From an optimization exercise on the open Yosys and OpenROAD flow, aimed at small area, a short achievable clock period and few clock cycles per item; shortcuts taken in it are not production practice.
In this exercise RTL edits were held to simulation tests only and were not proved equivalent to the original.

==> flow/design.v (excerpt) <==
module pe_array_top (
    input  logic                                   clk,
    input  logic                                   rstn,
    input  logic [pe_array_pkg::BEAT_WD-1:0]       beat,
    input  logic                                   beat_valid,
    output logic                                   beat_ready,
    output logic [pe_array_pkg::RESULT_WD-1:0]     result,
    output logic                                   result_valid,
    input  logic                                   result_ready
);
Size in the first run: roughly 810 flip-flops, ~0.099 sq mm of cells after synthesis.
==> flow/config.mk <==
export PLATFORM = sky130hd
export DESIGN_NAME = pe_array_top
export DESIGN_NICKNAME = pe_array_top
export VERILOG_FILES = /design/flow/design.v
export SDC_FILE = /design/flow/constraint.sdc
export NUM_CORES = 4
export LEC_CHECK = 0
export CAP_MARGIN = 20
export CORE_MARGIN = 2
export CORE_UTILIZATION = 40
export SETUP_SLACK_MARGIN = 3.5
export SLEW_MARGIN = 20
export SYNTH_HIERARCHICAL = 1
export SYNTH_MINIMUM_KEEP_SIZE = 0
export TNS_END_PERCENT = 10
export BUFFER_PORTS_ARGS = -buffer_cell sky130_fd_sc_hd__buf_1
==> flow/constraint.sdc <==
create_clock -name core_clock -period 7.5 [get_ports {clk}]
set_input_delay 1.5000 -clock core_clock [delete_from_list [all_inputs] [get_ports {clk}]]
set_output_delay 1.5000 -clock core_clock [all_outputs]
set_load 0.01 [all_outputs]
standard.sh (not shown) runs the stock make flow with config.mk's settings and CLKGATE_MAP_FILE= SYNTH_SCRIPT=/design/flow/synth_recipe.tcl, a recipe that flattens the netlist after the stock synthesis.
==> flow/flow/run.sh <==
#!/bin/bash
# Own flow: the standard layout (standard.sh, unchanged synthesis and
# steps), with the port buffers that global placement inserts made of
# sky130_fd_sc_hd__buf_1 instead of the default delay-buffer cell. Every
# input and output port still gets its own buffer.
set -euo pipefail
echo "export BUFFER_PORTS_ARGS = -buffer_cell sky130_fd_sc_hd__buf_1" >> config.mk
bash standard.sh finish > standard.log 2>&1
The starting point ran to the end with no violations.
Testbench counts at the start, summed over its fixed seeds: cycles 10,816, rows 1,200.
Rerun with:
--- a/flow/config.mk
+++ b/flow/config.mk
@@ -11 +11 @@
-export SETUP_SLACK_MARGIN = 3.5
+export SETUP_SLACK_MARGIN = 2.5
@@ -15 +14,0 @@
-export TNS_END_PERCENT = 10
=> The changed run ran to the end with no violations; cell area fell by a little under a tenth; worst hold slack gets worse by 0.024 ns; clock skew rose by 0.0085 ns; setup slack gets worse by 0.75 ns; synthesized area does not change; critical path depth fell by 2.
Rerun with:
--- a/flow/config.mk
+++ b/flow/config.mk
@@ -11 +11 @@
-export SETUP_SLACK_MARGIN = 2.5
+export SETUP_SLACK_MARGIN = 3.0
Result: The changed run passed the timing, design-rule and antenna checks; sequential share of layout area came out lower by 0.79 points; cell count came out higher by 2.6%; count of clock-buffer cells in the layout is unchanged; via count came out higher by 1.9%; core utilization came out higher by 1.5 points; area after synthesis stays the same; design area came out higher by 3.6%; maximum frequency came out higher by 10%.
Rerun with:
--- a/flow/config.mk
+++ b/flow/config.mk
@@ -11 +11 @@
-export SETUP_SLACK_MARGIN = 3.0
+export SETUP_SLACK_MARGIN = 3.5
@@ -14,0 +15 @@
+export TNS_END_PERCENT = 30
The changed run ran to the end with no violations.
Worst hold slack gets better by 0.017 ns.
Count of clock-buffer cells in the layout came out lower by 3.
Setup slack improved by 0.27 ns.
Register-to-register slack improves by 0.27 ns.

* * *

Setup of rev 12:
pe_array_top again, from the RTL that the note above started with.
export LEC_CHECK = 0
export CAP_MARGIN = 20
export CORE_MARGIN = 2
export CORE_UTILIZATION = 40
export SETUP_SLACK_MARGIN = 3.5
export SLEW_MARGIN = 20
export SYNTH_HIERARCHICAL = 1
export SYNTH_MINIMUM_KEEP_SIZE = 0
export BUFFER_PORTS_ARGS = -buffer_cell sky130_fd_sc_hd__buf_1
create_clock -name core_clock -period 7.5 [get_ports {clk}]
Scripts as last shown in full above: flow/flow/run.sh
Testbench counts of rev 12, summed over its fixed seeds: cycles 10,816, rows 1,200.
--- input diff rev 12..rev 13 ---
- TNS_END_PERCENT: unset -> 30
- SETUP_SLACK_MARGIN: 3.5 -> 3.25
## What came out
Startpoint of the most critical setup path = u_ctrl.acc_clr$_DFFE_PN0N_: rev 12; startpoint of the most critical setup path = g_grp[1].u_grp.g_oc[0].neg[2]$_DFFE_PN_: rev 13. The lower multi-input gate share of the layout cell area of rev 13 and rev 12 is in rev 12. Looking at setup slack, rev 13 sits 120 ps below rev 12. Rev 13 against rev 12: wire length after detailed routing has decreased.

-- port drivers added, routing unchanged --
The flow's constraints put no driver on any port. The routed layouts listed below were extracted and timed again, unchanged, in two steps.
Step 1, drivers: a clkbuf_16 drives clk and a buf_2 each remaining input, both assumed.
Step 2 moves the port delays by t, midway between the first and last clock arrival at a register: inputs arrive t later, outputs are due t later. That takes back most of the time a late clock gives input paths.
a / b / c = ideal ports / drivers / drivers and shift; a / b = the first two.
| run | shift t [ns] | setup slack, ns | worst setup path at the end |
|---|---|---|---|
| the first run of note 1 | 0.871 | 3.391 / 3.355 / 3.391 | register to register |
| the second run of note 1 | 0.861 | 2.642 / 2.642 / 2.642 | register to register |
| the third run of note 1 | 0.865 | 3.090 / 3.090 / 3.090 | register to register |
| the fourth run of note 1 | 0.867 | 3.362 / 3.362 / 3.032 | input to register |
| rev 12 | 0.887 | 3.379 / 3.379 / 3.140 | input to register |
| rev 13 | 0.876 | 3.258 / 3.248 / 3.258 | register to register |
After both steps every run listed still meets setup and hold. For the fourth run of note 1, which loses most, drivers alone change the setup slack by 0.000 ns; drivers and shift together by -0.330 ns.
